This design comes from an exercise in tuning for small area, a short achievable clock period and few clock cycles per item on the open sky130 flow, not from production work. Where RTL was checked, it was by simulation tests only, not by an equivalence proof against the original. No functional check of the RTL was part of runs 1 to 4 and 6. Power is estimated from default activity; no workload was simulated.

===== flow/run.sh =====
#!/bin/bash
# synth_recipe.tcl (not shown) runs the flow's synth.tcl, then flattens the netlist and writes it again
# the make line also repeats each setting of config.mk as NAME=value (left out here)
make -C /OpenROAD-flow-scripts/flow DESIGN_CONFIG=/design/flow/config.mk WORK_HOME=/design/flow/orfs CLKGATE_MAP_FILE= SYNTH_SCRIPT=/design/flow/synth_recipe.tcl finish

===== flow/config.mk =====
export PLATFORM = sky130hd
export DESIGN_NAME = uniform_range_random_unit
export DESIGN_NICKNAME = uniform_range_random_unit
export VERILOG_FILES = /design/flow/design.v
export SDC_FILE = /design/flow/constraint.sdc
export NUM_CORES = 4
export LEC_CHECK = 0
export CAP_MARGIN = 20
export CORE_MARGIN = 2
export CORE_UTILIZATION = 40
export SLEW_MARGIN = 20

===== flow/constraint.sdc =====
create_clock -name core_clock -period 11.0 [get_ports {clk}]
set_input_delay 2.2000 -clock core_clock [delete_from_list [all_inputs] [get_ports {clk}]]
set_output_delay 2.2000 -clock core_clock [all_outputs]
set_load 0.01 [all_outputs]

===== flow/design.v =====
`timescale 1ns / 1ps
package urr_pkg;
  localparam int STATE_W = 48;
  localparam int DATA_W  = 32;
  localparam int DRAW_W  = 31;
  localparam int DRAW_LSB = STATE_W - DRAW_W;
  localparam int MULT_W = 35;
  localparam logic [MULT_W-1:0]  LCG_MULT = 35'h5DEECE66D;
  localparam logic [STATE_W-1:0] LCG_INC  = 48'hB;
  localparam int DIG_W    = 4;                  
  localparam int DIGS     = 2;                  
  localparam int STEP_W   = DIG_W * DIGS;       
  localparam int STEPS    = STATE_W / STEP_W;   
  localparam int STEP_CNT_W = $clog2(STEPS);
  localparam int ACC_W    = MULT_W;             
  localparam int DIGP_W   = MULT_W + DIG_W;     
  localparam int SUM_W    = ACC_W + STEP_W;     
  localparam int SHIFT_W  = $clog2(DATA_W);
  localparam int NARROW_W = 9;
  localparam int NSTEPS   = 1;    
endpackage
`timescale 1ns / 1ps
module uniform_range_random_unit (
  input  logic                          clk,
  input  logic                          rst,
  input  logic                          seed_write,
  input  logic [urr_pkg::STATE_W-1:0]   seed_data,
  input  logic                          in_valid,
  output logic                          in_stall,
  input  logic [urr_pkg::DATA_W-1:0]    range_low,
  input  logic [urr_pkg::DATA_W-1:0]    range_high,
  output logic                          out_valid,
  input  logic                          out_stall,
  output logic [urr_pkg::DATA_W-1:0]    value,
  output logic                          range_error
);
  localparam int DW  = urr_pkg::DATA_W;
  localparam int NW  = urr_pkg::NARROW_W;
  localparam int NW2 = urr_pkg::NARROW_W + 2;
  localparam int SW  = urr_pkg::SHIFT_W;
  typedef enum logic [3:0] {
    S_IDLE,    
    S_PREP,    
    S_CHECK,   
    S_NORM,    
    S_DIV,     
    S_NDIV,    
    S_TDIV,    
    S_TCMP,    
    S_REJ,     
    S_DONE     
  } state_t;
  state_t                          state, state_d;
  logic [DW-1:0]                   lo;
  logic [DW-1:0]                   m;       
  logic                            err;
  logic [DW-1:0]                   r;       
  logic [DW-1:0]                   nb;      
  logic [SW-1:0]                   k;       
  logic                            tval;    
  logic                            tmode;   
  logic                            dlt;     
  logic                            qnz;     
  logic                            cin;     
  logic [NW2-1:0]                  c1, c2, c3;   
  logic [urr_pkg::STATE_W-1:0]     x;       
  logic [urr_pkg::STATE_W-1:0]     y;       
  logic                            xrdy, yrdy;
  logic [urr_pkg::STEP_W-1:0]      xd;      
  logic [urr_pkg::ACC_W-1:0]       acc, acc_c;
  logic                            lci;
  logic [urr_pkg::STEP_CNT_W-1:0]  lcnt;
  logic                            lclr;    
  function automatic logic [urr_pkg::DIGP_W-1:0] mul_dig(input logic [urr_pkg::DIG_W-1:0] dg);
    mul_dig = '0;
    for (int i = 1; i < (1 << urr_pkg::DIG_W); i++) begin
      mul_dig = mul_dig | ({urr_pkg::DIGP_W{dg == urr_pkg::DIG_W'(i)}} &
                           (urr_pkg::DIGP_W'(urr_pkg::LCG_MULT) * urr_pkg::DIGP_W'(i)));
    end
  endfunction
  logic [urr_pkg::SUM_W-1:0]  pp [urr_pkg::DIGS];
  logic [urr_pkg::SUM_W-1:0]  cs_s [urr_pkg::DIGS+1];
  logic [urr_pkg::SUM_W-1:0]  cs_c [urr_pkg::DIGS+1];
  logic [urr_pkg::STEP_W:0]   lres;                        
  assign cs_s[0] = urr_pkg::SUM_W'(acc);
  assign cs_c[0] = urr_pkg::SUM_W'(acc_c);
  for (genvar i = 0; i < urr_pkg::DIGS; i++) begin : g_csa
    assign pp[i]     = urr_pkg::SUM_W'(mul_dig(xd[i*urr_pkg::DIG_W +: urr_pkg::DIG_W])) << (i*urr_pkg::DIG_W);
    assign cs_s[i+1] = cs_s[i] ^ cs_c[i] ^ pp[i];
    assign cs_c[i+1] = ((cs_s[i] & cs_c[i]) | (cs_s[i] & pp[i]) | (cs_c[i] & pp[i])) << 1;
  end
  assign lres = (urr_pkg::STEP_W+1)'(cs_s[urr_pkg::DIGS][urr_pkg::STEP_W-1:0]) +
                (urr_pkg::STEP_W+1)'(cs_c[urr_pkg::DIGS][urr_pkg::STEP_W-1:0]) +
                (urr_pkg::STEP_W+1)'(lci);
  logic [urr_pkg::STEP_W-1:0] xd_next;                     
  assign xd_next = x[(lcnt + 1'b1)*urr_pkg::STEP_W +: urr_pkg::STEP_W];
  logic [DW-1:0] dz;                                       
  assign dz = {1'b0, x[urr_pkg::STATE_W-1:urr_pkg::DRAW_LSB]};
  logic          pow2;
  logic          narrow;
  logic [SW-1:0] lz;
  logic [DW-1:0] bk;          
  always_comb begin
    pow2   = (((m >> 1) & ~m) == '0);
    narrow = (m[DW-1:NW] == '0);
    lz     = '0;
    for (int i = 0; i < DW; i++) begin
      if (m[i]) lz = SW'(DW - 1 - i);
    end
    bk = (~m) << k;
  end
  logic [2:0]    nskip;       
  logic [NW-1:0] nrem0;
  assign nskip = 3'((5'd31 - lz) >> 1);
  always_comb begin
    case (nskip)
      3'd1:    nrem0 = NW'(dz[31:30]);
      3'd2:    nrem0 = NW'(dz[31:28]);
      3'd3:    nrem0 = NW'(dz[31:26]);
      3'd4:    nrem0 = NW'(dz[31:24]);
      default: nrem0 = '0;
    endcase
  end
  logic [NW2-1:0] nt;
  logic [NW2:0]   e1, e2, e3;
  logic           nq;         
  logic [NW-1:0]  nrem;
  assign nt = {nb[NW-1:0], r[2*k +: 2]};
  assign e1 = {1'b0, nt} + {1'b0, c1};
  assign e2 = {1'b0, nt} + {1'b0, c2};
  assign e3 = {1'b0, nt} + {1'b0, c3};
  assign nq = e1[NW2];
  always_comb begin
    if (e3[NW2])      nrem = e3[NW-1:0];
    else if (e2[NW2]) nrem = e2[NW-1:0];
    else if (e1[NW2]) nrem = e1[NW-1:0];
    else              nrem = nt[NW-1:0];
  end
  logic [DW:0] sum;
  logic        cout;
  assign sum  = {1'b0, r} + {1'b0, nb} + (DW+1)'(cin);
  assign cout = sum[DW];
  logic last;           
  logic div_ok;         
  logic ndiv_ok;
  logic tcmp_ok;        
  logic tcmp_known;     
  logic consume;        
  logic ov_d;
  assign last       = (k == '0);
  assign div_ok     = qnz | cout | tval;
  assign ndiv_ok    = qnz | nq | tval;
  assign tcmp_ok    = !cout;
  assign tcmp_known = dlt | (lz == '0);
  assign consume    = ((state == S_DONE) && !out_valid && !err) || (state == S_REJ);
  always_comb begin
    state_d = state;
    case (state)
      S_PREP:  state_d = cout ? S_CHECK : S_DONE;
      S_CHECK: begin
        if (xrdy) begin
          if (pow2)             state_d = S_DONE;
          else if (tval)        state_d = S_TCMP;
          else if (narrow)      state_d = S_NDIV;
          else                  state_d = S_NORM;
        end
      end
      S_NORM:  state_d = tmode ? S_TDIV : S_DIV;
      S_DIV:   if (last) state_d = div_ok ? S_DONE : S_NORM;
      S_NDIV:  if (last) state_d = ndiv_ok ? S_DONE : S_NORM;
      S_TDIV:  if (last) state_d = S_TCMP;
      S_TCMP: begin
        if (!tcmp_ok)         state_d = S_REJ;
        else if (tcmp_known)  state_d = S_DONE;
        else if (narrow)      state_d = S_NDIV;
        else                  state_d = S_NORM;
      end
      S_REJ:   state_d = S_CHECK;
      S_DONE:  if (!out_valid) state_d = S_IDLE;
      default: state_d = S_IDLE;
    endcase
    if (!in_stall && in_valid) state_d = S_PREP;
    if (rst) state_d = S_IDLE;
    ov_d = out_valid;
    if (out_valid && !out_stall) ov_d = 1'b0;
    if ((state == S_DONE) && !out_valid) ov_d = 1'b1;
    if (rst) ov_d = 1'b0;
  end
  always_ff @(posedge clk) begin
    state     <= state_d;
    out_valid <= ov_d;
    in_stall  <= !((state_d == S_IDLE) || ((state_d == S_DONE) && !ov_d));
    cin       <= !in_stall && in_valid;
    if (lclr) begin
      acc   <= urr_pkg::ACC_W'(urr_pkg::LCG_INC);
      acc_c <= '0;
      lci   <= 1'b0;
      lcnt  <= '0;
      lclr  <= 1'b0;
    end else if (!yrdy) begin
      y     <= {lres[urr_pkg::STEP_W-1:0], y[urr_pkg::STATE_W-1:urr_pkg::STEP_W]};
      xd    <= xd_next;
      acc   <= urr_pkg::ACC_W'(cs_s[urr_pkg::DIGS] >> urr_pkg::STEP_W);
      acc_c <= urr_pkg::ACC_W'(cs_c[urr_pkg::DIGS] >> urr_pkg::STEP_W);
      lci   <= lres[urr_pkg::STEP_W];
      lcnt  <= lcnt + 1'b1;
      if (lcnt == urr_pkg::STEP_CNT_W'(urr_pkg::STEPS-1)) begin
        yrdy  <= 1'b1;
        acc   <= urr_pkg::ACC_W'(urr_pkg::LCG_INC);
        acc_c <= '0;
        lci   <= 1'b0;
        lcnt  <= '0;
      end
    end
    if (yrdy && (!xrdy || consume)) begin
      x    <= y;
      xd   <= y[urr_pkg::STEP_W-1:0];
      xrdy <= 1'b1;
      yrdy <= 1'b0;
    end else if (consume) begin
      xrdy <= 1'b0;
    end
    case (state)
      S_PREP: begin
        m    <= sum[DW-1:0];
        err  <= !cout;
        tval <= 1'b0;
        dlt  <= 1'b0;
      end
      S_CHECK: begin
        c1 <= ~m[NW2-1:0];
        c2 <= ~{m[NW2-2:0], 1'b1};
        c3 <= ~(m[NW2-1:0] + {m[NW2-2:0], 1'b0} + NW2'(2));
        qnz <= 1'b0;
        if (pow2) begin
          r  <= dz & m;
          nb <= lo;
        end else if (tval) begin
          nb <= ~dz;
        end else if (narrow) begin
          r  <= dz;
          nb <= DW'(nrem0);
          k  <= SW'(DW/2 - 1) - SW'(nskip);
        end else if (lz == '0) begin
          r     <= ~m;
          k     <= '0;
          tmode <= 1'b1;
        end else begin
          r     <= dz;
          k     <= lz - 1'b1;
          tmode <= 1'b0;
        end
      end
      S_NORM: begin
        nb <= bk;
      end
      S_DIV, S_TDIV: begin
        if (cout) r <= sum[DW-1:0];
        qnz <= qnz | cout;
        nb  <= {1'b1, nb[DW-1:1]};
        k   <= k - 1'b1;
        if (last) begin
          if (state == S_TDIV) begin
            nb   <= ~dz;
            tval <= 1'b1;
          end else if (div_ok) begin
            nb <= lo;
          end else begin
            r     <= ~m;
            k     <= lz;
            tmode <= 1'b1;
            dlt   <= 1'b1;
          end
        end
      end
      S_NDIV: begin
        nb[NW-1:0] <= nrem;
        qnz <= qnz | nq;
        k   <= k - 1'b1;
        if (last) begin
          if (ndiv_ok) begin
            r  <= DW'(nrem);
            nb <= lo;
          end else begin
            r     <= ~m;
            k     <= lz;
            tmode <= 1'b1;
            dlt   <= 1'b1;
          end
        end
      end
      S_TCMP: begin
        if (tcmp_ok) begin
          r  <= dz;
          nb <= lo;
          if (!tcmp_known) begin
            nb    <= DW'(nrem0);
            k     <= narrow ? (SW'(DW/2 - 1) - SW'(nskip)) : (lz - 1'b1);
            tmode <= 1'b0;
          end
        end
      end
      S_REJ: begin
        dlt <= 1'b0;
      end
      default: ;
    endcase
    if ((state == S_DONE) && !out_valid) begin
      value       <= err ? '0 : sum[DW-1:0];
      range_error <= err;
    end
    if (!in_stall) begin
      lo <= range_low;
      r  <= range_high;
      nb <= ~range_low;
      if (seed_write) begin
        x    <= seed_data;
        xd   <= seed_data[urr_pkg::STEP_W-1:0];
        xrdy <= 1'b0;
        yrdy <= 1'b0;
        lclr <= 1'b1;
      end
    end
    if (rst) begin
      x    <= urr_pkg::LCG_INC;    
      xd   <= urr_pkg::LCG_INC[urr_pkg::STEP_W-1:0];
      xrdy <= 1'b1;
      yrdy <= 1'b0;
      lclr <= 1'b1;
    end
  end
endmodule

==> flow_metrics.tcl, run 1 <==
set metrics [dict create \
    pin_count 152 \
    core_mm2 0.0660 \
    synth_seq_cells 369 \
    placed_cell_area_mm2 0.0289 \
    rsz0062_at_grt "no" \
    leakagePower_nw 11.2 \
    rows 94 \
    place_congestion 0.986 \
    mostFrequentLayoutCell "nor2_1" \
    synthDistinctLibCells 91 \
    clkTransAtPathRegs_ns 0.06 \
    slowest_stage "mux4_2" \
    die_x_um 263 \
    hold_start "y[44]" \
    synth.top_cell.area_share_pct 26.9 \
    synth_top_family_by_area "compound AO/OA/AOI/OAI gates" \
    nets 3274 \
    min_path_type "reg2reg" \
    min_path_cells 0 \
    fin_cells 3889 \
    ant_nets 0 \
    finalClockSkew_ns 0.0342 \
    fmax_mhz 179 \
    critical_path_class "reg2reg" \
    slowest_delay_ns 0.60 \
    crit_chain "buf_4 > mux4_2 > mux4_2 > nand2_1 > inv_1 > ha_1 > fa_1 > a211oi_1 > o21ai_0 > nand3_1 > nand2_1 > nor4b_1 > a211oi_1 > a21oi_1 > o32a_1" \
    drt_iter0_markers 3048 \
    design_area_mm2 0.0305 \
    final_cell_mix "nor2_1, a21oi_1, nand2_1" \
    cts_tree "done" \
    syn_inst 2966 \
    hpwlAfterDp_um 80100 \
    synthAdderAreaFrac_pct 10.1 \
    worst_slew_pin_slew_ns 1.11 \
    area_delta_synth_final_pct 13.9 \
    start_util_pct 40.6 \
    synthFlopType "edfxtp_1" \
    dp_cells 3798 \
    cp_max_fo 41 \
    r2r_end "nb[5]" \
    drv_cap 0 \
    crit_family "compound AO/OA/AOI/OAI gates" \
    ys_seq_area_share_pct 36.6 \
    min_period_ns 5.58 \
    slew_viol_final 0 \
    r2r_slack_ns 5.42 \
    globalRouteOverflowTotal 0 \
    slew_headroom_pct 25.8 \
    postLayoutCoreUtil_pct 46.2 \
    drc 0 \
    drive_above_1_share_pct 7.78 \
    grt_pass1_wl_um 159000 \
    hold_ws_ns 0.446 \
    synth_xor_area_share_pct 1.93 \
    grt_usage_pct 30.5 \
    cellPowerDensity_mw_per_mm2 320 \
    num_vias 24800 \
    outcome "finished clean" \
    cp_num_buf_inv 2 \
    syn_nets 3256 \
    synthMuxAreaShare_pct 6.91 \
    yosys.area_share.simple_pct 14.8 \
    netlist_area_mm2 0.0268 \
    grt_pass1_vias 24100 \
    min_to "y[36]" \
    antenna_found_initial 9 \
    irDropWorstVdd_mv 0.223 \
    power_mw 9.76 \
    ctsHtreeMaxLevel 2 \
    rr_worst_depth 15 \
    cp.arrival_ns 5.92 \
    portBuffers 151 \
    grt_max_degree 77 \
    cts.sinks 369 \
    die_h_um 263 \
    finalHoldViolCount 0 \
    synth.avg_cell_area_um2 9.02 \
    layout_setup_ws_ns 5.42 \
    cts_buffers 46 \
    dieArea_mm2 0.0690 \
    rr_startpoint "k[0]" \
    wl_um 108000 \
    cts_hold_buffers 0 \
    cts_resized 0 \
    setup.worst_path.start_class "flip-flop" \
    period_share_pct 50.7 \
    synth_area_leader_cell "edfxtp_1" \
    clockBufferDepth 3 \
    setup_tns_ns 0 \
    vias_per_cell 6.38 \
    end_kind "flip-flop" \
    crit_required_ns 11.34 \
    yosys-top-cells-area "edfxtp_1, dfxtp_1, a21oi_1" \
    synth_edf_count 240 \
    clockRootBuffer "clkbuf_16" \
    synth_async_sr_flop_share_pct 0 \
    insertion_delay_ns 0.62 \
    synth-compound-area-share_pct 24.0 \
    postCtsSetupBuffers 0 \
    setup_viol 0 \
    synth_warnings 4 \
    dp_slack_ns 5.48 \
    first_pass_iters 6 \
    wl_per_cell_um 27.8 \
]
## where the power goes
part	switching (mW)	total [mW]	leakage [nW]	internal, mW
Clock	0.664	1.60	0.771	0.938
Sequential	0.770	2.91	3.37	2.14
Combinational	3.19	5.25	7.03	2.06
## cell families (layout without fill, tap and decap cells)
family,Yosys count,count (layout)
flip-flops,369,369
buffers and inverters,390,446
multiplexers,139,139
AO/OA/AOI/OAI,941,941
AND/OR/NAND/NOR,895,895
XOR/XNOR,59,59
adder cells (fa/ha/maj),173,173
other,0,3
## worst max path at each step
| stage | startpoint | endpoint | slack [ns] | cells past startpoint |
|---|---|---|---|---|
| 6_report | k[0] | nb[5] | 5.42 | 15 |
| 2_1_floorplan | state[1] | r[0] | 4.96 | 4 |
| 3_3_place_gp | k[0] | nb[5] | 5.59 | 15 |
| 5_1_grt | k[3] | nb[5] | 5.06 | 14 |
| 3_5_place_dp | k[0] | nb[5] | 5.48 | 15 |
| 4_1_cts | k[0] | nb[5] | 5.45 | 15 |
## synthesized netlist by cell type (17+ instances only)
master,count
a2111oi_0,19
ha_1,103
mux2_2,17
edfxtp_1,240
a221oi_1,46
clkbuf_1,174
a21o_1,30
a221o_1,47
o21a_1,20
inv_1,152
nand3_1,24
xnor2_1,44
nand2b_1,23
nor3_1,67
o21ai_0,156
mux2i_1,87
buf_2,39
a211oi_1,56
a21oi_1,280
nor2b_1,47
o221ai_1,29
dfxtp_1,129
nor2_1,367
mux4_2,35
nand2_1,266
a311oi_1,44
a22oi_1,27
fa_1,70
o22ai_1,31
o211ai_1,26
## registers in the layout, indices dropped and copies added, names as in the netlist, 3 cells and up
signal,cells
y,48
x,40
acc,35
acc_c,32
lo,32
m,32
nb,32
r,32
value,32
c3,11
c1,10
xd,8
k,5
state,4
lcnt,3
## area by class of cell
cell class              instances  area [um2]
diodes                          3        7.51
clock buffers                  54        1210
clock inverters                32         372
fillers                      6282       35500
inverters                     161         604
multi-input cells            2207       15500
flip-flops and latches        369        9790
well taps                     864        1080
repair buffers                199        1900
## per-layer routing
layer  track usage (%)  part of all wire, %  routed length, um  up-vias
met5                 0                 0.11                114        -
met4              12.8                  4.7               5040       16
met3              6.72                  9.3              10100      269
met2              49.8                   47              50400     1300
met1              39.0                   39              42600    12200
li1                  -                    -                  -    11100
==> inputs of run 2 (changes only) <==
--- a/flow/design.v
+++ b/flow/design.v
@@ -40,7 +40,6 @@
   localparam int SW  = urr_pkg::SHIFT_W;
   typedef enum logic [3:0] {
     S_IDLE,    
-    S_PREP,    
     S_CHECK,   
     S_NORM,    
     S_DIV,     
@@ -60,8 +59,8 @@
   logic                            tval;    
   logic                            tmode;   
   logic                            dlt;     
-  logic                            qnz;     
-  logic                            cin;     
+  logic                            ge;      
+  logic [1:0]                      np;      
   logic [NW2-1:0]                  c1, c2, c3;   
   logic [urr_pkg::STATE_W-1:0]     x;       
   logic [urr_pkg::STATE_W-1:0]     y;       
@@ -111,34 +110,35 @@
   end
   logic [2:0]    nskip;       
   logic [NW-1:0] nrem0;
+  logic [1:0]    np0;         
   assign nskip = 3'((5'd31 - lz) >> 1);
   always_comb begin
     case (nskip)
-      3'd1:    nrem0 = NW'(dz[31:30]);
-      3'd2:    nrem0 = NW'(dz[31:28]);
-      3'd3:    nrem0 = NW'(dz[31:26]);
-      3'd4:    nrem0 = NW'(dz[31:24]);
-      default: nrem0 = '0;
+      3'd1:    begin nrem0 = NW'(dz[31:30]); np0 = dz[29:28]; end
+      3'd2:    begin nrem0 = NW'(dz[31:28]); np0 = dz[27:26]; end
+      3'd3:    begin nrem0 = NW'(dz[31:26]); np0 = dz[25:24]; end
+      3'd4:    begin nrem0 = NW'(dz[31:24]); np0 = dz[23:22]; end
+      default: begin nrem0 = '0;             np0 = dz[31:30]; end
     endcase
   end
   logic [NW2-1:0] nt;
   logic [NW2:0]   e1, e2, e3;
-  logic           nq;         
   logic [NW-1:0]  nrem;
-  assign nt = {nb[NW-1:0], r[2*k +: 2]};
+  assign nt = {nb[NW-1:0], np};
   assign e1 = {1'b0, nt} + {1'b0, c1};
   assign e2 = {1'b0, nt} + {1'b0, c2};
   assign e3 = {1'b0, nt} + {1'b0, c3};
-  assign nq = e1[NW2];
   always_comb begin
     if (e3[NW2])      nrem = e3[NW-1:0];
     else if (e2[NW2]) nrem = e2[NW-1:0];
     else if (e1[NW2]) nrem = e1[NW-1:0];
     else              nrem = nt[NW-1:0];
   end
+  logic [DW:0] mdiff;         
+  assign mdiff = {1'b0, range_high} - {1'b0, range_low};
   logic [DW:0] sum;
   logic        cout;
-  assign sum  = {1'b0, r} + {1'b0, nb} + (DW+1)'(cin);
+  assign sum  = {1'b0, r} + {1'b0, nb};
   assign cout = sum[DW];
   logic last;           
   logic div_ok;         
@@ -148,17 +148,17 @@
   logic consume;        
   logic ov_d;
   assign last       = (k == '0);
-  assign div_ok     = qnz | cout | tval;
-  assign ndiv_ok    = qnz | nq | tval;
+  assign div_ok     = ge | tval;
+  assign ndiv_ok    = ge | tval;
   assign tcmp_ok    = !cout;
   assign tcmp_known = dlt | (lz == '0);
   assign consume    = ((state == S_DONE) && !out_valid && !err) || (state == S_REJ);
   always_comb begin
     state_d = state;
     case (state)
-      S_PREP:  state_d = cout ? S_CHECK : S_DONE;
       S_CHECK: begin
-        if (xrdy) begin
+        if (err)                state_d = S_DONE;
+        else if (xrdy) begin
           if (pow2)             state_d = S_DONE;
           else if (tval)        state_d = S_TCMP;
           else if (narrow)      state_d = S_NDIV;
@@ -179,7 +179,7 @@
       S_DONE:  if (!out_valid) state_d = S_IDLE;
       default: state_d = S_IDLE;
     endcase
-    if (!in_stall && in_valid) state_d = S_PREP;
+    if (!in_stall && in_valid) state_d = S_CHECK;
     if (rst) state_d = S_IDLE;
     ov_d = out_valid;
     if (out_valid && !out_stall) ov_d = 1'b0;
@@ -189,8 +189,9 @@
   always_ff @(posedge clk) begin
     state     <= state_d;
     out_valid <= ov_d;
-    in_stall  <= !((state_d == S_IDLE) || ((state_d == S_DONE) && !ov_d));
-    cin       <= !in_stall && in_valid;
+    in_stall  <= !((state_d == S_IDLE) ||
+                   ((state_d == S_DONE) && !ov_d && (state != S_TCMP)));
+    ge        <= (dz > m);
     if (lclr) begin
       acc   <= urr_pkg::ACC_W'(urr_pkg::LCG_INC);
       acc_c <= '0;
@@ -221,17 +222,10 @@
       xrdy <= 1'b0;
     end
     case (state)
-      S_PREP: begin
-        m    <= sum[DW-1:0];
-        err  <= !cout;
-        tval <= 1'b0;
-        dlt  <= 1'b0;
-      end
       S_CHECK: begin
         c1 <= ~m[NW2-1:0];
         c2 <= ~{m[NW2-2:0], 1'b1};
         c3 <= ~(m[NW2-1:0] + {m[NW2-2:0], 1'b0} + NW2'(2));
-        qnz <= 1'b0;
         if (pow2) begin
           r  <= dz & m;
           nb <= lo;
@@ -240,6 +234,7 @@
         end else if (narrow) begin
           r  <= dz;
           nb <= DW'(nrem0);
+          np <= np0;
           k  <= SW'(DW/2 - 1) - SW'(nskip);
         end else if (lz == '0) begin
           r     <= ~m;
@@ -256,7 +251,6 @@
       end
       S_DIV, S_TDIV: begin
         if (cout) r <= sum[DW-1:0];
-        qnz <= qnz | cout;
         nb  <= {1'b1, nb[DW-1:1]};
         k   <= k - 1'b1;
         if (last) begin
@@ -275,7 +269,7 @@
       end
       S_NDIV: begin
         nb[NW-1:0] <= nrem;
-        qnz <= qnz | nq;
+        np  <= r[2*(k-1'b1) +: 2];
         k   <= k - 1'b1;
         if (last) begin
           if (ndiv_ok) begin
@@ -295,6 +289,7 @@
           nb <= lo;
           if (!tcmp_known) begin
             nb    <= DW'(nrem0);
+            np    <= np0;
             k     <= narrow ? (SW'(DW/2 - 1) - SW'(nskip)) : (lz - 1'b1);
             tmode <= 1'b0;
           end
@@ -310,9 +305,11 @@
       range_error <= err;
     end
     if (!in_stall) begin
-      lo <= range_low;
-      r  <= range_high;
-      nb <= ~range_low;
+      lo   <= range_low;
+      m    <= mdiff[DW-1:0];
+      err  <= mdiff[DW];
+      tval <= 1'b0;
+      dlt  <= 1'b0;
       if (seed_write) begin
         x    <= seed_data;
         xd   <= seed_data[urr_pkg::STEP_W-1:0];
==> flow_metrics.tcl, run 2 <==
set metrics [dict create \
    rows 98 \
    rsz0062_at_grt "no" \
    cts_buffers 46 \
    postCtsSetupBuffers 0 \
    top_register "y" \
    syn_inst 3398 \
    worst_slew_pin_slew_ns 1.10 \
    core_mm2 0.0715 \
    antenna_found_initial 4 \
    clkTransAtPathRegs_ns 0.06 \
    die_x_um 273 \
    portBuffers 151 \
    syn_nets 3781 \
    critical_path_class "in2reg" \
    min_path_cells 0 \
    fmax_mhz 172 \
    grt_pass1_wl_um 160000 \
    pin_count 152 \
    rr_startpoint "m[1]" \
    finalHoldViolCount 0 \
    n_antenna_cell 0 \
    wl_per_cell_um 24.3 \
    globalRouteOverflowTotal 0 \
    clockRootBuffer "clkbuf_16" \
    cts_tree "done" \
    hpwlAfterDp_um 78900 \
    end_kind "flip-flop" \
    synthFlopType "edfxtp_1" \
    synth.avg_cell_area_um2 8.50 \
    ctsHtreeMaxLevel 2 \
    synth.most_common_cell "nor2_1" \
    area_delta_synth_final_pct 13.2 \
    r2r_end "r[20]" \
    cts_resized 0 \
    setup_viol 0 \
    start_util_pct 40.4 \
    min_path_type "reg2reg" \
    crit_required_ns 11.35 \
    slew_viol_final 0 \
    period_share_pct 52.9 \
    crit_chain "clkdlybuf4s50_1 > inv_1 > ha_1 > fa_1 > nand2b_1 > a21oi_1 > o41ai_1 > a211oi_1 > a21oi_1 > o21ai_0 > and4_1 > o31a_1 > o21ai_0 > o2bb2ai_1" \
    setup.worst_path.start_class "input port" \
    wl_um 107000 \
    cts.sinks 370 \
    slowest_stage "a211oi_1" \
    min_to "y[24]" \
    vias_per_cell 6.01 \
    synth_seq_cells 370 \
    num_vias 26500 \
    dieArea_mm2 0.0743 \
    r2r_slack_ns 5.85 \
    rr_worst_depth 18 \
    power_mw 5.66 \
    cellPowerDensity_mw_per_mm2 173 \
    netlist_area_mm2 0.0289 \
    cp_max_fo 3 \
    cp.arrival_ns 6.17 \
    irDropWorstVdd_mv 0.206 \
    leakagePower_nw 12.7 \
    die_h_um 273 \
    first_pass_iters 9 \
    synthDistinctLibCells 88 \
    outcome "finished clean" \
    setup_tns_ns 0 \
    cts_hold_buffers 0 \
    synth_async_sr_flop_share_pct 0 \
    insertion_delay_ns 0.62 \
    synth_area_leader_cell "edfxtp_1" \
    ant_nets 0 \
    synth_warnings 4 \
    grt_max_degree 89 \
    postLayoutCoreUtil_pct 45.7 \
    reg.largest.list "y (48), x (40), acc (35)" \
    final_cell_mix "nor2_1, nand2_1, a21oi_1" \
    slowest_delay_ns 0.92 \
    finalClockSkew_ns 0.0353 \
    ys_top_cells_by_count "nor2_1, nand2_1, a21oi_1" \
    drt_iter0_markers 3271 \
    min_period_ns 5.82 \
    grt_pass1_vias 24800 \
    largest_reg_flops 48 \
    mostFrequentLayoutCell "nor2_1" \
    synth.top_cell.area_share_pct 24.9 \
    drive_above_1_share_pct 6.42 \
    drv_cap 0 \
    synth_edf_count 239 \
    nets 3805 \
    slew_headroom_pct 26.0 \
    hold_start "y[32]" \
    clockBufferDepth 3 \
    place_congestion 0.999 \
    yosys-top-cells-area "edfxtp_1, dfxtp_1, ha_1" \
    grt_usage_pct 28.4 \
    ys_seq_area_share_pct 33.9 \
    drc 0 \
]
## run 2: cells by family (layout without fill, tap and decap cells)
kind of cell | count (synthesis) | in the layout | share of synthesized area (%)
and+or+nand+nor | 1115 | 1115 | 16.8
adders and majority gates | 266 | 266 | 13.3
buffers and inverters | 455 | 516 | 6.05
DFF | 370 | 370 | 33.9
AOI/OAI and AO/OA | 1024 | 1024 | 23.0
muxes | 80 | 80 | 4.15
xor gates and xnor gates | 88 | 88 | 2.67
## run 2: report_power, final
part / switching (mW) / internal (mW) / leakage [nW]
Sequential: 0.287 / 1.72 / 3.37
Combinational: 1.24 / 0.853 / 8.56
Clock: 0.650 / 0.908 / 0.741
## run 2: layout make-up
class,count,area [um2]
Timing Repair Buffer,208,1930
Fill cell,7061,38800
Tap cell,950,1190
Sequential cell,370,9800
Inverter,223,837
Clock buffer,65,1270
Clock inverter,20,253
Multi-Input combinational cell,2573,17400
## run 2: worst max-delay path by stage
stage / from / to / slack [ns] / cells after the start
after floorplan: range_high[0] / err / 6.32 / 13
after global placement: range_high[0] / err / 4.71 / 14
after detailed placement: range_high[0] / err / 4.64 / 14
after CTS: range_high[0] / err / 5.26 / 14
after global routing: range_high[0] / err / 5.09 / 14
final: range_high[0] / err / 5.18 / 14
## run 2: routing by layer
metal,vias to the layer above,global-route usage [%],wire length (um)
li1,12300,-,-
met1,12700,38.3,44200
met5,-,0,12
met2,1281,44.4,47900
met3,258,5.79,10300
met4,2,11.7,4810
## run 2: worst max-delay path, delay by kind of cell
kind | cells | cell delay (ns)
buffers and inverters | 2 | 0.50
and+or+nand+nor | 2 | 0.45
AOI/OAI and AO/OA | 8 | 2.42
adders and majority gates | 2 | 0.59
## run 2: metrics by stage
step	worst slack (ns)	area [um2]	hold slack, ns	instances
2_1_floorplan	6.32	28900	0.424	3398
3_3_place_gp	4.71	31200	0.431	4324
3_5_place_dp	4.64	31200	0.432	4324
4_1_cts	5.26	32700	0.448	4409
5_1_grt	5.09	32700	0.455	4409
6_report	5.18	32700	0.448	4409
==> inputs of run 3 (changes only) <==
--- a/flow/design.v
+++ b/flow/design.v
@@ -8,7 +8,7 @@
   localparam logic [MULT_W-1:0]  LCG_MULT = 35'h5DEECE66D;
   localparam logic [STATE_W-1:0] LCG_INC  = 48'hB;
   localparam int DIG_W    = 4;                  
-  localparam int DIGS     = 2;                  
+  localparam int DIGS     = 3;                  
   localparam int STEP_W   = DIG_W * DIGS;       
   localparam int STEPS    = STATE_W / STEP_W;   
   localparam int STEP_CNT_W = $clog2(STEPS);
==> flow_metrics.tcl, run 3 <==
set metrics [dict create \
    power_mw 6.34 \
    placed_cell_area_mm2 0.0328 \
    cts_tree "done" \
    seq_power_share_pct 32.3 \
    period_share_pct 50.8 \
    vias_per_cell 6.11 \
    synth_edf_count 239 \
    wl_um 111000 \
    num_vias 27600 \
    clkTransAtPathRegs_ns 0.06 \
    cts_hold_buffers 0 \
    reg.largest.list "y (48), x (36), acc (35)" \
    rsz0062_at_grt "no" \
    crit_required_ns 11.46 \
    globalRouteOverflowTotal 0 \
    synth_seq_cells 369 \
    hpwlAfterDp_um 83500 \
    irDropWorstVdd_mv 0.203 \
    dieArea_mm2 0.0785 \
    finalHoldViolCount 0 \
    combPwrFrac_pct 44.0 \
    synth.most_common_cell "nor2_1" \
    drive_above_1_share_pct 7.22 \
    multiInputGateArea_mm2 0.0189 \
    worst_slew_pin_slew_ns 1.06 \
    top_register "y" \
    layout_setup_ws_ns 5.41 \
    p_sw_share_pct 40.0 \
    synthDistinctLibCells 106 \
    slowest_stage "dfxtp_1" \
    fmax_mhz 179 \
    cts_buffers 46 \
    slew_headroom_pct 29.1 \
    outcome "finished clean" \
    nets 3926 \
    crit_chain "inv_1 > nand2_1 > o21ai_0 > nand2_1 > o21ai_0 > fa_1 > fa_1 > ha_1 > ha_1 > nor2b_1 > o21a_1 > o21a_1 > o21a_1 > o41ai_1 > o21ai_0 > nand3b_1 > o21ai_0" \
    synth_warnings 4 \
    yosys-top-cells-area "edfxtp_1, ha_1, dfxtp_1" \
    grt_max_degree 99 \
    synth_area_leader_cell "edfxtp_1" \
    first_pass_iters 8 \
    finalClockSkew_ns 0.0467 \
    ys_seq_area_share_pct 32.1 \
    setup_viol 0 \
    dp_cells 4426 \
    r2r_slack_ns 5.41 \
    slowest_delay_ns 0.83 \
    clkPwrFrac_pct 23.7 \
    clockBufferDepth 3 \
    area_delta_synth_final_pct 12.5 \
    wl_per_cell_um 24.6 \
    die_x_um 280 \
    grt_pass1_vias 26100 \
    mostFrequentLayoutCell "nor2_1" \
    cp_max_fo 20 \
    design_area_mm2 0.0343 \
    syn_nets 3902 \
    synthFlopType "edfxtp_1" \
    pin_count 152 \
    cp.arrival_ns 6.06 \
    synth.top_cell.area_share_pct 23.5 \
    drc 0 \
    synth.avg_cell_area_um2 8.78 \
    core_mm2 0.0757 \
    drv_cap 0 \
    p_int_mw 3.80 \
    min_period_ns 5.59 \
    insertion_delay_ns 0.62 \
    place_congestion 1.01 \
    cts.sinks 369 \
    rows 101 \
    leakagePower_nw 13.7 \
    synth_async_sr_flop_share_pct 0 \
    setup.worst_path.start_class "flip-flop" \
    dp_slack_ns 5.05 \
    grt_pass1_wl_um 166000 \
    setup_tns_ns 0 \
    cellPowerDensity_mw_per_mm2 185 \
    final_cell_mix "nor2_1, nand2_1, a21oi_1" \
    drt_iter0_markers 3217 \
    slew_viol_final 0 \
    portBuffers 151 \
    clockRootBuffer "clkbuf_16" \
    regArea_mm2 0.00978 \
    ant_nets 0 \
    end_kind "flip-flop" \
    largest_reg_flops 48 \
    num-fill-cells 7371 \
    netlist_area_mm2 0.0305 \
    start_util_pct 40.3 \
    syn_inst 3474 \
    postCtsSetupBuffers 0 \
    antenna_found_initial 1 \
    power_switching_mw 2.53 \
    cts_resized 0 \
    ctsHtreeMaxLevel 2 \
    ys_top_cells_by_count "nor2_1, nand2_1, a21oi_1" \
    grt_usage_pct 27.8 \
    fin_cells 4511 \
    die_h_um 280 \
    critical_path_class "reg2reg" \
    crit_top_cell "o21ai_0" \
    min_path_type "reg2reg" \
]
run 3: routing by layer:
metal | global-route usage [%] | up-vias | routed length, um
met5 | 0 | - | 0
met4 | 11.5 | 0 | 5190
met3 | 4.46 | 277 | 8970
met2 | 45.5 | 1323 | 51000
met1 | 36.6 | 13300 | 45800
li1 | - | 12700 | -
run 3: stage by stage:
stage,util [%],hold slack [ns]
CTS,45.3,0.451
global placement,43.3,0.431
floorplan,-,0.424
detailed placement,43.3,0.436
finish,45.3,0.447
global route,45.3,0.457
run 3: layout make-up:
type	count	area share, %
Inverter	238	2.60
Multi-Input combinational cell	2631	55.2
Timing Repair Buffer	212	5.78
Antenna cell	1	0.00729
Tap cell	978	3.57
Clock buffer	68	3.93
Clock inverter	14	0.412
Sequential cell	369	28.5
run 3: final timing paths:
kind / cells past startpoint / endpoint / startpoint
setup / recovery: 17 / lci / xd[1]
hold / removal: 0 / y[0] / y[12]
setup reg to reg: 17 / lci / xd[1]
hold reg to reg: 0 / y[0] / y[12]
run 3: kinds of logic after synthesis:
family          after synthesis  share of synthesized area, %
mux                         124                          5.53
xor+xnor                     94                          2.70
flops                       369                          32.1
compound gates             1035                          22.7
fa+ha+maj                   311                          15.3
simple gates               1067                          15.6
buf+inv                     474                          6.12
run 3: worst max-delay path: cells and delay by family (launching register included):
family | cells | cell delay, ns
buffers and inverters | 1 | 0.45
and+or+nand+nor | 4 | 0.71
adders and majority gates | 4 | 1.67
DFF | 1 | 0.83
AOI/OAI and AO/OA | 8 | 1.74
run 3: power groups by stage:
stage                     Sequential (mW)  Combinational, mW  Clock [mW]
final                                2.05               2.79        1.50
after global routing                 2.06               3.10        1.58
after CTS                            2.04               2.78        1.52
after detailed placement             2.06               2.76           0
after global placement               2.06               2.74           0
after floorplan                      1.88               2.07           0
==> inputs of run 4 (changes only) <==
--- a/flow/design.v
+++ b/flow/design.v
@@ -40,6 +40,7 @@
   localparam int SW  = urr_pkg::SHIFT_W;
   typedef enum logic [3:0] {
     S_IDLE,    
+    S_PREP,    
     S_CHECK,   
     S_NORM,    
     S_DIV,     
@@ -61,6 +62,7 @@
   logic                            dlt;     
   logic                            ge;      
   logic [1:0]                      np;      
+  logic                            cin;     
   logic [NW2-1:0]                  c1, c2, c3;   
   logic [urr_pkg::STATE_W-1:0]     x;       
   logic [urr_pkg::STATE_W-1:0]     y;       
@@ -111,7 +113,10 @@
   logic [2:0]    nskip;       
   logic [NW-1:0] nrem0;
   logic [1:0]    np0;         
-  assign nskip = 3'((5'd31 - lz) >> 1);
+  assign nskip = m[8]            ? 3'd4 :
+                 (m[7] | m[6])   ? 3'd3 :
+                 (m[5] | m[4])   ? 3'd2 :
+                 (m[3] | m[2])   ? 3'd1 : 3'd0;
   always_comb begin
     case (nskip)
       3'd1:    begin nrem0 = NW'(dz[31:30]); np0 = dz[29:28]; end
@@ -134,11 +139,9 @@
     else if (e1[NW2]) nrem = e1[NW-1:0];
     else              nrem = nt[NW-1:0];
   end
-  logic [DW:0] mdiff;         
-  assign mdiff = {1'b0, range_high} - {1'b0, range_low};
   logic [DW:0] sum;
   logic        cout;
-  assign sum  = {1'b0, r} + {1'b0, nb};
+  assign sum  = {1'b0, r} + {1'b0, nb} + (DW+1)'(cin);
   assign cout = sum[DW];
   logic last;           
   logic div_ok;         
@@ -151,14 +154,14 @@
   assign div_ok     = ge | tval;
   assign ndiv_ok    = ge | tval;
   assign tcmp_ok    = !cout;
-  assign tcmp_known = dlt | (lz == '0);
+  assign tcmp_known = dlt | m[DW-1];
   assign consume    = ((state == S_DONE) && !out_valid && !err) || (state == S_REJ);
   always_comb begin
     state_d = state;
     case (state)
+      S_PREP:  state_d = cout ? S_CHECK : S_DONE;
       S_CHECK: begin
-        if (err)                state_d = S_DONE;
-        else if (xrdy) begin
+        if (xrdy) begin
           if (pow2)             state_d = S_DONE;
           else if (tval)        state_d = S_TCMP;
           else if (narrow)      state_d = S_NDIV;
@@ -179,7 +182,7 @@
       S_DONE:  if (!out_valid) state_d = S_IDLE;
       default: state_d = S_IDLE;
     endcase
-    if (!in_stall && in_valid) state_d = S_CHECK;
+    if (!in_stall && in_valid) state_d = S_PREP;
     if (rst) state_d = S_IDLE;
     ov_d = out_valid;
     if (out_valid && !out_stall) ov_d = 1'b0;
@@ -192,6 +195,7 @@
     in_stall  <= !((state_d == S_IDLE) ||
                    ((state_d == S_DONE) && !ov_d && (state != S_TCMP)));
     ge        <= (dz > m);
+    cin       <= !in_stall && in_valid;
     if (lclr) begin
       acc   <= urr_pkg::ACC_W'(urr_pkg::LCG_INC);
       acc_c <= '0;
@@ -222,6 +226,12 @@
       xrdy <= 1'b0;
     end
     case (state)
+      S_PREP: begin
+        m    <= sum[DW-1:0];
+        err  <= !cout;
+        tval <= 1'b0;
+        dlt  <= 1'b0;
+      end
       S_CHECK: begin
         c1 <= ~m[NW2-1:0];
         c2 <= ~{m[NW2-2:0], 1'b1};
@@ -236,7 +246,7 @@
           nb <= DW'(nrem0);
           np <= np0;
           k  <= SW'(DW/2 - 1) - SW'(nskip);
-        end else if (lz == '0) begin
+        end else if (m[DW-1]) begin
           r     <= ~m;
           k     <= '0;
           tmode <= 1'b1;
@@ -305,11 +315,9 @@
       range_error <= err;
     end
     if (!in_stall) begin
-      lo   <= range_low;
-      m    <= mdiff[DW-1:0];
-      err  <= mdiff[DW];
-      tval <= 1'b0;
-      dlt  <= 1'b0;
+      lo <= range_low;
+      r  <= range_high;
+      nb <= ~range_low;
       if (seed_write) begin
         x    <= seed_data;
         xd   <= seed_data[urr_pkg::STEP_W-1:0];
==> flow_metrics.tcl, run 4 <==
set metrics [dict create \
    outcome "finished clean" \
    insertion_delay_ns 0.64 \
    grt_usage_pct 28.7 \
    fmax_mhz 190 \
    top_register "y" \
    design_area_mm2 0.0332 \
    setup.worst_path.start_class "flip-flop" \
    clockBufferDepth 3 \
    crit_top_cell "o21a_1" \
    dieArea_mm2 0.0755 \
    drt_iter0_markers 3606 \
    ys_seq_area_share_pct 33.5 \
    largest_reg_flops 48 \
    die_h_um 275 \
    crit_family "compound AO/OA/AOI/OAI gates" \
    postCtsSetupBuffers 0 \
    slowest_delay_ns 0.80 \
    vias_per_cell 6.06 \
    mostFrequentLayoutCell "nor2_1" \
    grt_pass1_wl_um 162000 \
    core_mm2 0.0727 \
    end_kind "flip-flop" \
    antenna_found_initial 1 \
    min_path_type "reg2reg" \
    die_x_um 275 \
    portBuffers 151 \
    slew_headroom_pct 21.0 \
    finalClockSkew_ns 0.0674 \
    cts_buffers 46 \
    dp_slack_ns 5.83 \
    syn_inst 3346 \
    setup_tns_ns 0 \
    cellPowerDensity_mw_per_mm2 344 \
    start_util_pct 40.3 \
    grt_pass1_vias 24400 \
    synth_xor_area_share_pct 2.00 \
    synth_area_leader_cell "edfxtp_1" \
    setup_viol 0 \
    period_share_pct 47.8 \
    crit_required_ns 11.38 \
    yosys-top-cells-area "edfxtp_1, dfxtp_1, ha_1" \
    crit_chain "inv_1 > nor2_1 > nand2_1 > o21ai_0 > nand2_1 > o21ai_0 > fa_1 > fa_1 > ha_1 > ha_1 > a21oi_1 > nor2b_1 > o21a_1 > o21a_1 > o21a_1 > o41ai_1 > xnor2_1" \
    cts_hold_buffers 0 \
    leakagePower_nw 12.9 \
    rsz0062_at_grt "no" \
    cts.sinks 370 \
    final_cell_mix "nor2_1, nand2_1, a21oi_1" \
    synth.most_common_cell "nor2_1" \
    drive_above_1_share_pct 6.81 \
    synthFlopType "edfxtp_1" \
    cp.arrival_ns 5.64 \
    critical_path_class "reg2reg" \
    ctsHtreeMaxLevel 2 \
    synthAdderAreaFrac_pct 14.6 \
    layout_setup_ws_ns 5.74 \
    grt_max_degree 99 \
    slew_viol_final 0 \
    synth.avg_cell_area_um2 8.76 \
    synth.top_cell.area_share_pct 24.7 \
    place_congestion 0.987 \
    placed_cell_area_mm2 0.0316 \
    ant_nets 0 \
    wl_per_cell_um 25.3 \
    syn_nets 3744 \
    yosys.area_share.simple_pct 15.7 \
    hpwlAfterDp_um 82000 \
    synthMuxAreaShare_pct 6.06 \
    synthDistinctLibCells 84 \
    netlist_area_mm2 0.0293 \
    clkTransAtPathRegs_ns 0.06 \
    finalHoldViolCount 0 \
    ys_top_cells_by_count "nor2_1, nand2_1, a21oi_1" \
    synth_top_family_by_area "compound AO/OA/AOI/OAI gates" \
    first_pass_iters 6 \
    drc 0 \
    drv_cap 0 \
    synth-compound-area-share_pct 22.1 \
    reg.largest.list "y (48), x (36), acc (35)" \
    pin_count 152 \
    synth_async_sr_flop_share_pct 0 \
    cp_max_fo 22 \
    wl_um 110000 \
    globalRouteOverflowTotal 0 \
    rows 99 \
    synth_seq_cells 370 \
    num-fill-cells 7083 \
    irDropWorstVdd_mv 0.421 \
    cts_resized 0 \
    nets 3755 \
    cts_tree "done" \
    worst_slew_pin_slew_ns 1.18 \
    n_antenna_cell 0 \
    synth_warnings 4 \
    num_vias 26400 \
    synth_edf_count 241 \
    area_delta_synth_final_pct 13.2 \
    power_mw 11.4 \
    cp_num_buf_inv 1 \
    slowest_stage "dfxtp_1" \
    clockRootBuffer "clkbuf_16" \
    min_period_ns 5.26 \
]
-- run 4: cell families (layout without fill, tap and decap cells) --
group,Yosys count,in the layout
XOR/XNOR,67,67
adder cells (fa/ha/maj),281,281
buffers and inverters,456,504
multiplexers,140,140
AND/OR/NAND/NOR,1039,1039
AO/OA/AOI/OAI,993,993
flip-flops,370,370
-- run 4: layer usage --
| layer | routed length, um | vias up | global-route usage (%) | part of all wire, % |
|---|---|---|---|---|
| met5 | 13 | - | 0 | 0.012 |
| met4 | 3820 | 2 | 9.53 | 3.5 |
| met3 | 11100 | 190 | 4.80 | 10 |
| met2 | 49400 | 1440 | 44.8 | 45 |
| met1 | 46000 | 12600 | 40.2 | 42 |
| li1 | - | 12100 | - | - |
-- run 4: worst register-to-register path, stage by stage (launching register included) --
cell	delay, ns
dfxtp_1	0.80
inv_1	0.24
nor2_1	0.32
nand2_1	0.19
o21ai_0	0.20
nand2_1	0.08
o21ai_0	0.24
fa_1	0.53
fa_1	0.45
ha_1	0.28
ha_1	0.33
a21oi_1	0.23
nor2b_1	0.08
o21a_1	0.18
o21a_1	0.18
o21a_1	0.20
o41ai_1	0.38
xnor2_1	0.12
-- run 4: through the flow --
stage / utilization (%) / instances / hold WS (ns)
5_1_grt: 45.6 / 4353 / 0.459
4_1_cts: 45.6 / 4353 / 0.452
3_3_place_gp: 43.4 / 4268 / 0.433
3_5_place_dp: 43.4 / 4268 / 0.437
2_1_floorplan: - / 3346 / 0.426
6_report: 45.6 / 4353 / 0.452
-- run 4: final timing paths --
path          from    end  slack [ns]  cells after the start
max          xd[2]  y[47]        5.74                     17
min          y[31]  y[19]        0.45                      0
max reg2reg  xd[2]  y[47]        5.74                     17
min reg2reg  y[31]  y[19]        0.45                      0
-- run 4: area by class of cell --
type                    count  area, um2  share of cell area, %
multi-input cells        2520      17800                   53.6
well taps                 959       1200                   3.62
clock inverters            23        333                   1.00
clock buffers              62       1270                   3.83
inverters                 200        752                   2.27
repair buffers            219       2020                   6.08
flip-flops and latches    370       9830                   29.6
-- run 4: report_power, final --
group          switching, mW  total, mW  internal, mW
Combinational           4.10       6.82          2.72
Sequential             0.727       2.98          2.25
Clock                  0.677       1.62         0.941
Total                   5.50       11.4          5.92
==> inputs of run 5 (changes only) <==
--- a/flow/design.v
+++ b/flow/design.v
@@ -8,7 +8,7 @@
   localparam logic [MULT_W-1:0]  LCG_MULT = 35'h5DEECE66D;
   localparam logic [STATE_W-1:0] LCG_INC  = 48'hB;
   localparam int DIG_W    = 4;                  
-  localparam int DIGS     = 3;                  
+  localparam int DIGS     = 2;                  
   localparam int STEP_W   = DIG_W * DIGS;       
   localparam int STEPS    = STATE_W / STEP_W;   
   localparam int STEP_CNT_W = $clog2(STEPS);
==> flow_metrics.tcl, run 5 <==
set metrics [dict create \
    outcome "finished clean" \
    postCtsSetupBuffers 0 \
    power_mw 5.23 \
    largest_reg_flops 48 \
    cp_num_buf_inv 4 \
    fmax_mhz 204 \
    setup.worst_path.start_class "flip-flop" \
    leakagePower_nw 12.0 \
    min_path_type "reg2reg" \
    grt_pass1_wl_um 160000 \
    portBuffers 151 \
    yosys.area_share.simple_pct 14.8 \
    min_period_ns 4.90 \
    setup_viol 0 \
    rr_startpoint "nb[0]" \
    first_pass_iters 6 \
    regArea_mm2 0.00984 \
    cts.sinks 371 \
    synth.most_common_cell "nor2_1" \
    critical_path_class "reg2reg" \
    clkTransAtPathRegs_ns 0.06 \
    r2r_slack_ns 6.10 \
    fin_cells 4060 \
    min_to "y[16]" \
    cts_tree "done" \
    synth_seq_cells 371 \
    synthAdderAreaFrac_pct 12.7 \
    die_x_um 266 \
    place_congestion 1.02 \
    vias_per_cell 6.27 \
    drc 0 \
    core_mm2 0.0683 \
    cellPowerDensity_mw_per_mm2 167 \
    clockBufferDepth 3 \
    grt_max_degree 93 \
    mostFrequentLayoutCell "nor2_1" \
    yosys-top-cells-area "edfxtp_1, dfxtp_1, ha_1" \
    crit_required_ns 11.25 \
    r2r_end "nb[27]" \
    grt_pass1_vias 24200 \
    num-fill-cells 6513 \
    nets 3495 \
    grt_usage_pct 30.2 \
    start_util_pct 40.2 \
    synth_async_sr_flop_share_pct 0 \
    synthFlopType "edfxtp_1" \
    rows 96 \
    wl_per_cell_um 26.9 \
    crit_family "compound AO/OA/AOI/OAI gates" \
    ctsHtreeMaxLevel 2 \
    pin_count 152 \
    period_share_pct 44.6 \
    globalRouteOverflowTotal 0 \
    crit_chain "fa_1 > inv_1 > fa_1 > nor2b_4 > o31a_1 > o221a_1 > o211a_1 > o21ai_2 > nand2_1 > o21a_1 > clkinv_2 > nor2_1 > o41ai_2 > buf_4 > a21boi_2 > buf_4" \
    drt_iter0_markers 3383 \
    synth_warnings 4 \
    synth_xor_area_share_pct 2.01 \
    dieArea_mm2 0.0708 \
    hpwlAfterDp_um 80100 \
    end_kind "flip-flop" \
    rr_worst_depth 16 \
    wl_um 109000 \
    slowest_stage "edfxtp_1" \
    area_delta_synth_final_pct 13.8 \
    die_h_um 266 \
    irDropWorstVdd_mv 0.129 \
    clockRootBuffer "clkbuf_16" \
    cts_hold_buffers 0 \
    cts_resized 0 \
    insertion_delay_ns 0.61 \
    drive_above_1_share_pct 8.66 \
    ys_seq_area_share_pct 35.8 \
    antenna_found_initial 4 \
    setup_tns_ns 0 \
    worst_slew_pin_slew_ns 1.02 \
    syn_nets 3444 \
    finalClockSkew_ns 0.0294 \
    top_register "y" \
    final_cell_mix "nor2_1, a21oi_1, nand2_1" \
    cts_buffers 46 \
    slowest_delay_ns 0.58 \
    synth_top_family_by_area "compound AO/OA/AOI/OAI gates" \
    min_path_cells 0 \
    syn_inst 3091 \
    reg.largest.list "y (48), x (40), acc (35)" \
    synth_area_leader_cell "edfxtp_1" \
    num_vias 25500 \
    dp_cells 3976 \
    cp_max_fo 23 \
    rsz0062_at_grt "no" \
    slew_headroom_pct 32.2 \
    netlist_area_mm2 0.0275 \
    synth-compound-area-share_pct 21.9 \
    finalHoldViolCount 0 \
    ant_nets 0 \
    synthDistinctLibCells 79 \
    synth.top_cell.area_share_pct 26.3 \
    slew_viol_final 0 \
    cp.arrival_ns 5.15 \
    synth_edf_count 241 \
    ys_top_cells_by_count "nor2_1, a21oi_1, nand2_1" \
    hold_start "y[24]" \
    synthMuxAreaShare_pct 7.14 \
    drv_cap 0 \
    synth.avg_cell_area_um2 8.89 \
    multiInputGateArea_mm2 0.0161 \
]
-- run 5: how the worst max path moves through the flow --
| stage | startpoint | endpoint | slack [ns] | depth (start not counted) |
|---|---|---|---|---|
| finish | nb[0] | nb[27] | 6.10 | 16 |
| global route | nb[0] | nb[27] | 5.87 | 16 |
| CTS | nb[0] | nb[29] | 6.16 | 16 |
| detailed placement | nb[0] | nb[28] | 6.19 | 16 |
| global placement | nb[0] | nb[27] | 6.24 | 16 |
| floorplan | nb[0] | nb[10] | 5.17 | 16 |
-- run 5: where the power goes --
part | total [mW] | leakage, nW | switching (mW) | internal, mW
Sequential | 1.93 | 3.40 | 0.212 | 1.72
Clock | 1.50 | 0.700 | 0.648 | 0.849
Combinational | 1.81 | 7.90 | 1.06 | 0.751
Total | 5.23 | 12.0 | 1.92 | 3.32
-- run 5: cell type report --
cell class / count / area share, %
multi-input combinational: 2310 / 51.6
sequential: 371 / 31.4
timing repair buffer: 226 / 6.61
clock buffer: 63 / 4.14
tap: 882 / 3.53
inverter: 187 / 2.25
clock inverter: 18 / 0.440
antenna: 3 / 0.0240
-- run 5: layer usage --
layer | global-route usage [%] | up-vias | wire [um]
met3 | 5.01 | 214 | 10000
met1 | 42.1 | 12500 | 46500
li1 | - | 11300 | -
met5 | 0 | - | 0
met4 | 10.2 | 0 | 3570
met2 | 47.7 | 1421 | 49100
-- run 5: cell families after synthesis --
| logic type | count (synthesis) |
|---|---|
| and+or+nand+nor | 936 |
| AOI/OAI and AO/OA | 929 |
| buffers and inverters | 410 |
| DFF | 371 |
| adders and majority gates | 236 |
| muxes | 146 |
| xor gates and xnor gates | 63 |
-- run 5: stage by stage --
stage / area (um2) / hold slack (ns) / utilization [%] / setup slack, ns
after global routing: 31300 / 0.460 / 45.8 / 5.87
after floorplan: 27500 / 0.426 / - / 5.17
final: 31300 / 0.453 / 45.8 / 6.10
after global placement: 29900 / 0.435 / 43.7 / 6.24
after detailed placement: 29900 / 0.441 / 43.7 / 6.19
after CTS: 31300 / 0.453 / 45.8 / 6.16
Testbench counts of run 5, summed over its fixed seeds: cycles 39,370, items 3,200.
==> inputs of run 6 (changes only) <==
--- a/flow/design.v
+++ b/flow/design.v
@@ -47,6 +47,7 @@
     S_NDIV,    
     S_TDIV,    
     S_TCMP,    
+    S_TACC,    
     S_REJ,     
     S_DONE     
   } state_t;
@@ -63,11 +64,13 @@
   logic                            ge;      
   logic [1:0]                      np;      
   logic                            cin;     
+  logic                            open_q;  
   logic [NW2-1:0]                  c1, c2, c3;   
-  logic [urr_pkg::STATE_W-1:0]     x;       
-  logic [urr_pkg::STATE_W-1:0]     y;       
-  logic                            xrdy, yrdy;
-  logic [urr_pkg::STEP_W-1:0]      xd;      
+  logic [urr_pkg::STATE_W-1:0]     s;       
+  logic                            sbusy;   
+  logic                            srdy;    
+  logic [urr_pkg::DRAW_W-1:0]      dc;      
+  logic                            xrdy;    
   logic [urr_pkg::ACC_W-1:0]       acc, acc_c;
   logic                            lci;
   logic [urr_pkg::STEP_CNT_W-1:0]  lcnt;
@@ -86,17 +89,15 @@
   assign cs_s[0] = urr_pkg::SUM_W'(acc);
   assign cs_c[0] = urr_pkg::SUM_W'(acc_c);
   for (genvar i = 0; i < urr_pkg::DIGS; i++) begin : g_csa
-    assign pp[i]     = urr_pkg::SUM_W'(mul_dig(xd[i*urr_pkg::DIG_W +: urr_pkg::DIG_W])) << (i*urr_pkg::DIG_W);
+    assign pp[i]     = urr_pkg::SUM_W'(mul_dig(s[i*urr_pkg::DIG_W +: urr_pkg::DIG_W])) << (i*urr_pkg::DIG_W);
     assign cs_s[i+1] = cs_s[i] ^ cs_c[i] ^ pp[i];
     assign cs_c[i+1] = ((cs_s[i] & cs_c[i]) | (cs_s[i] & pp[i]) | (cs_c[i] & pp[i])) << 1;
   end
   assign lres = (urr_pkg::STEP_W+1)'(cs_s[urr_pkg::DIGS][urr_pkg::STEP_W-1:0]) +
                 (urr_pkg::STEP_W+1)'(cs_c[urr_pkg::DIGS][urr_pkg::STEP_W-1:0]) +
                 (urr_pkg::STEP_W+1)'(lci);
-  logic [urr_pkg::STEP_W-1:0] xd_next;                     
-  assign xd_next = x[(lcnt + 1'b1)*urr_pkg::STEP_W +: urr_pkg::STEP_W];
   logic [DW-1:0] dz;                                       
-  assign dz = {1'b0, x[urr_pkg::STATE_W-1:urr_pkg::DRAW_LSB]};
+  assign dz = {1'b0, dc};
   logic          pow2;
   logic          narrow;
   logic [SW-1:0] lz;
@@ -172,9 +173,9 @@
       S_DIV:   if (last) state_d = div_ok ? S_DONE : S_NORM;
       S_NDIV:  if (last) state_d = ndiv_ok ? S_DONE : S_NORM;
       S_TDIV:  if (last) state_d = S_TCMP;
-      S_TCMP: begin
-        if (!tcmp_ok)         state_d = S_REJ;
-        else if (tcmp_known)  state_d = S_DONE;
+      S_TCMP:  state_d = tcmp_ok ? S_TACC : S_REJ;
+      S_TACC: begin
+        if (tcmp_known)       state_d = S_DONE;
         else if (narrow)      state_d = S_NDIV;
         else                  state_d = S_NORM;
       end
@@ -182,7 +183,7 @@
       S_DONE:  if (!out_valid) state_d = S_IDLE;
       default: state_d = S_IDLE;
     endcase
-    if (!in_stall && in_valid) state_d = S_PREP;
+    if (open_q && in_valid) state_d = S_PREP;
     if (rst) state_d = S_IDLE;
     ov_d = out_valid;
     if (out_valid && !out_stall) ov_d = 1'b0;
@@ -192,36 +193,36 @@
   always_ff @(posedge clk) begin
     state     <= state_d;
     out_valid <= ov_d;
-    in_stall  <= !((state_d == S_IDLE) ||
-                   ((state_d == S_DONE) && !ov_d && (state != S_TCMP)));
+    in_stall  <= !((state_d == S_IDLE) || ((state_d == S_DONE) && !ov_d));
+    open_q    <= (state_d == S_IDLE) || ((state_d == S_DONE) && !ov_d);
     ge        <= (dz > m);
-    cin       <= !in_stall && in_valid;
+    cin       <= open_q && in_valid;
     if (lclr) begin
       acc   <= urr_pkg::ACC_W'(urr_pkg::LCG_INC);
       acc_c <= '0;
       lci   <= 1'b0;
       lcnt  <= '0;
       lclr  <= 1'b0;
-    end else if (!yrdy) begin
-      y     <= {lres[urr_pkg::STEP_W-1:0], y[urr_pkg::STATE_W-1:urr_pkg::STEP_W]};
-      xd    <= xd_next;
+    end else if (sbusy) begin
+      s     <= {lres[urr_pkg::STEP_W-1:0], s[urr_pkg::STATE_W-1:urr_pkg::STEP_W]};
       acc   <= urr_pkg::ACC_W'(cs_s[urr_pkg::DIGS] >> urr_pkg::STEP_W);
       acc_c <= urr_pkg::ACC_W'(cs_c[urr_pkg::DIGS] >> urr_pkg::STEP_W);
       lci   <= lres[urr_pkg::STEP_W];
       lcnt  <= lcnt + 1'b1;
       if (lcnt == urr_pkg::STEP_CNT_W'(urr_pkg::STEPS-1)) begin
-        yrdy  <= 1'b1;
+        sbusy <= 1'b0;
+        srdy  <= 1'b1;
         acc   <= urr_pkg::ACC_W'(urr_pkg::LCG_INC);
         acc_c <= '0;
         lci   <= 1'b0;
         lcnt  <= '0;
       end
     end
-    if (yrdy && (!xrdy || consume)) begin
-      x    <= y;
-      xd   <= y[urr_pkg::STEP_W-1:0];
-      xrdy <= 1'b1;
-      yrdy <= 1'b0;
+    if (srdy && (!xrdy || consume)) begin
+      dc    <= s[urr_pkg::STATE_W-1:urr_pkg::DRAW_LSB];
+      xrdy  <= 1'b1;
+      srdy  <= 1'b0;
+      sbusy <= 1'b1;
     end else if (consume) begin
       xrdy <= 1'b0;
     end
@@ -293,8 +294,8 @@
           end
         end
       end
-      S_TCMP: begin
-        if (tcmp_ok) begin
+      S_TACC: begin
+        begin
           r  <= dz;
           nb <= lo;
           if (!tcmp_known) begin
@@ -314,24 +315,24 @@
       value       <= err ? '0 : sum[DW-1:0];
       range_error <= err;
     end
-    if (!in_stall) begin
+    if (open_q) begin
       lo <= range_low;
       r  <= range_high;
       nb <= ~range_low;
       if (seed_write) begin
-        x    <= seed_data;
-        xd   <= seed_data[urr_pkg::STEP_W-1:0];
-        xrdy <= 1'b0;
-        yrdy <= 1'b0;
-        lclr <= 1'b1;
+        s     <= seed_data;
+        sbusy <= 1'b1;
+        srdy  <= 1'b0;
+        xrdy  <= 1'b0;
+        lclr  <= 1'b1;
       end
     end
     if (rst) begin
-      x    <= urr_pkg::LCG_INC;    
-      xd   <= urr_pkg::LCG_INC[urr_pkg::STEP_W-1:0];
-      xrdy <= 1'b1;
-      yrdy <= 1'b0;
-      lclr <= 1'b1;
+      s     <= urr_pkg::LCG_INC;    
+      sbusy <= 1'b0;
+      srdy  <= 1'b1;
+      xrdy  <= 1'b0;
+      lclr  <= 1'b1;
     end
   end
 endmodule
==> flow_metrics.tcl, run 6 <==
set metrics [dict create \
    rows 95 \
    grt_usage_pct 28.3 \
    core_mm2 0.0673 \
    cts_resized 0 \
    crit_required_ns 11.32 \
    rr_worst_depth 12 \
    cts.sinks 356 \
    num_vias 24800 \
    insertion_delay_ns 0.60 \
    drt_iter0_markers 2517 \
    grt_pass1_vias 24300 \
    n_antenna_cell 0 \
    die_h_um 265 \
    slowest_delay_ns 1.07 \
    cellPowerDensity_mw_per_mm2 160 \
    portBuffers 151 \
    setup_tns_ns 0 \
    clockRootBuffer "clkbuf_16" \
    postLayoutCoreUtil_pct 46.0 \
    cp_max_fo 38 \
    hold_start "s[45]" \
    min_path_type "reg2reg" \
    synthDistinctLibCells 82 \
    largest_reg_flops 48 \
    synth.avg_cell_area_um2 8.79 \
    synth_edf_count 224 \
    grt_max_degree 99 \
    final_cell_mix "nor2_1, a21oi_1, nand2_1" \
    hpwlAfterDp_um 75400 \
    synth_area_leader_cell "edfxtp_1" \
    drc 0 \
    cp.arrival_ns 5.33 \
    globalRouteOverflowTotal 0 \
    layout_setup_ws_ns 5.99 \
    place_congestion 0.940 \
    slowest_stage "edfxtp_1" \
    clockBufferDepth 3 \
    synth_seq_cells 356 \
    leakagePower_nw 11.9 \
    wl_per_cell_um 25.1 \
    drv_cap 0 \
    period_share_pct 45.5 \
    dp_slack_ns 6.10 \
    min_to "dc[28]" \
    synth.top_cell.area_share_pct 24.7 \
    dieArea_mm2 0.0702 \
    cts_tree "done" \
    r2r_end "r[24]" \
    cts_buffers 44 \
    setup.worst_path.start_class "flip-flop" \
    syn_nets 3453 \
    vias_per_cell 6.18 \
    synth_async_sr_flop_share_pct 0 \
    num-fill-cells 6429 \
    synth.most_common_cell "nor2_1" \
    ctsHtreeMaxLevel 2 \
    irDropWorstVdd_mv 0.118 \
    rr_startpoint "k[1]" \
    synth_warnings 4 \
    critical_path_class "reg2reg" \
    start_util_pct 40.5 \
    area_delta_synth_final_pct 13.6 \
    ys_top_cells_by_count "nor2_1, a21oi_1, nand2_1" \
    finalClockSkew_ns 0.0257 \
    end_kind "flip-flop" \
    pin_count 152 \
    fmax_mhz 200 \
    hold_ws_ns 0.460 \
    synthFlopType "edfxtp_1" \
    crit_chain "inv_1 > ha_1 > nand2b_1 > or3_1 > buf_4 > nor3_1 > buf_4 > a21boi_1 > or3_1 > o221ai_1 > a31oi_1 > o21ai_0" \
    r2r_slack_ns 5.99 \
    ys_seq_area_share_pct 34.4 \
    reg.largest.list "s (48), acc (35)" \
    min_period_ns 5.01 \
    die_x_um 265 \
    outcome "finished clean" \
    cts_hold_buffers 0 \
    ant_nets 0 \
    first_pass_iters 6 \
    finalHoldViolCount 0 \
    nets 3466 \
    slew_viol_final 0 \
    grt_pass1_wl_um 152000 \
    mostFrequentLayoutCell "nor2_1" \
    top_register "s" \
    slew_headroom_pct 27.7 \
    setup_viol 0 \
    netlist_area_mm2 0.0272 \
    rsz0062_at_grt "no" \
    worst_slew_pin_slew_ns 1.08 \
    min_path_cells 0 \
    wl_um 101000 \
    syn_inst 3100 \
    drive_above_1_share_pct 6.54 \
    postCtsSetupBuffers 0 \
    clkTransAtPathRegs_ns 0.07 \
    antenna_found_initial 0 \
    yosys-top-cells-area "edfxtp_1, dfxtp_1, ha_1" \
]
## run 6: changes by cell type after synthesis, sizes merged, moves of 16 or more
cell	previous run	this run
mux2	60	25
nand2b	28	55
edfxtp	241	224
a21oi	325	289
nor2	392	335
nand3	25	41
o21ai	155	196
mux2i	52	131
## run 6: layout make-up
cell class	instances	area (um2)	area share, %
sequential	356	9380	30.3
clock buffer	59	1310	4.25
multi-input combinational	2340	16400	53.0
tap	873	1090	3.53
clock inverter	22	258	0.833
inverter	175	657	2.12
timing repair buffer	196	1840	5.96
## run 6: layer usage
metal / global-route usage [%] / vias to the layer above / routed length (um)
met1: 36.9 / 12100 / 40800
met3: 5.30 / 205 / 9050
met2: 46.4 / 1228 / 47300
met4: 11.2 / 0 / 4040
li1: - / 11300 / -
met5: 0 / - / 0
## run 6: logic make-up (layout without fill, tap and decap cells)
logic type | Yosys count | after routing | synth area share, %
buffers and inverters | 404 | 452 | 5.66
AO/OA/AOI/OAI | 913 | 913 | 21.6
adder cells (fa/ha/maj) | 236 | 236 | 12.8
multiplexers | 178 | 178 | 7.66
XOR/XNOR | 68 | 68 | 2.19
AND/OR/NAND/NOR | 945 | 945 | 15.7
flip-flops | 356 | 356 | 34.4
## run 6: how the worst max path moves through the flow
stage                  start        to  slack, ns
floorplan           state[3]  in_stall       7.15
global placement        k[1]     r[18]       6.25
detailed placement      k[1]     r[24]       6.10
CTS                     k[1]     r[24]       6.08
global route            k[1]     r[18]       5.65
finish                  k[1]     r[24]       5.99
## run 6: power breakdown
| group | leakage (nW) | internal (mW) | switching (mW) |
|---|---|---|---|
| Clock | 0.780 | 0.942 | 0.639 |
| Sequential | 3.27 | 1.59 | 0.230 |
| Combinational | 7.88 | 0.641 | 0.924 |
| Total | 11.9 | 3.17 | 1.79 |
## run 6: critical path: cells and delay by family, from the launching register on
kind	cells	cell delay [ns]
DFF	1	1.07
adders and majority gates	1	0.39
buffers and inverters	3	1.23
and+or+nand+nor	4	0.95
AOI/OAI and AO/OA	4	1.04
## run 6: metrics by stage
step | std cells | area, um2 | total power [mW]
4_1_cts | 4021 | 30900 | 4.96
3_5_place_dp | 3940 | 29400 | 3.37
3_3_place_gp | 3940 | 29400 | 3.35
2_1_floorplan | 3100 | 27200 | 2.82
5_1_grt | 4021 | 30900 | 5.21
6_report | 4021 | 30900 | 4.97
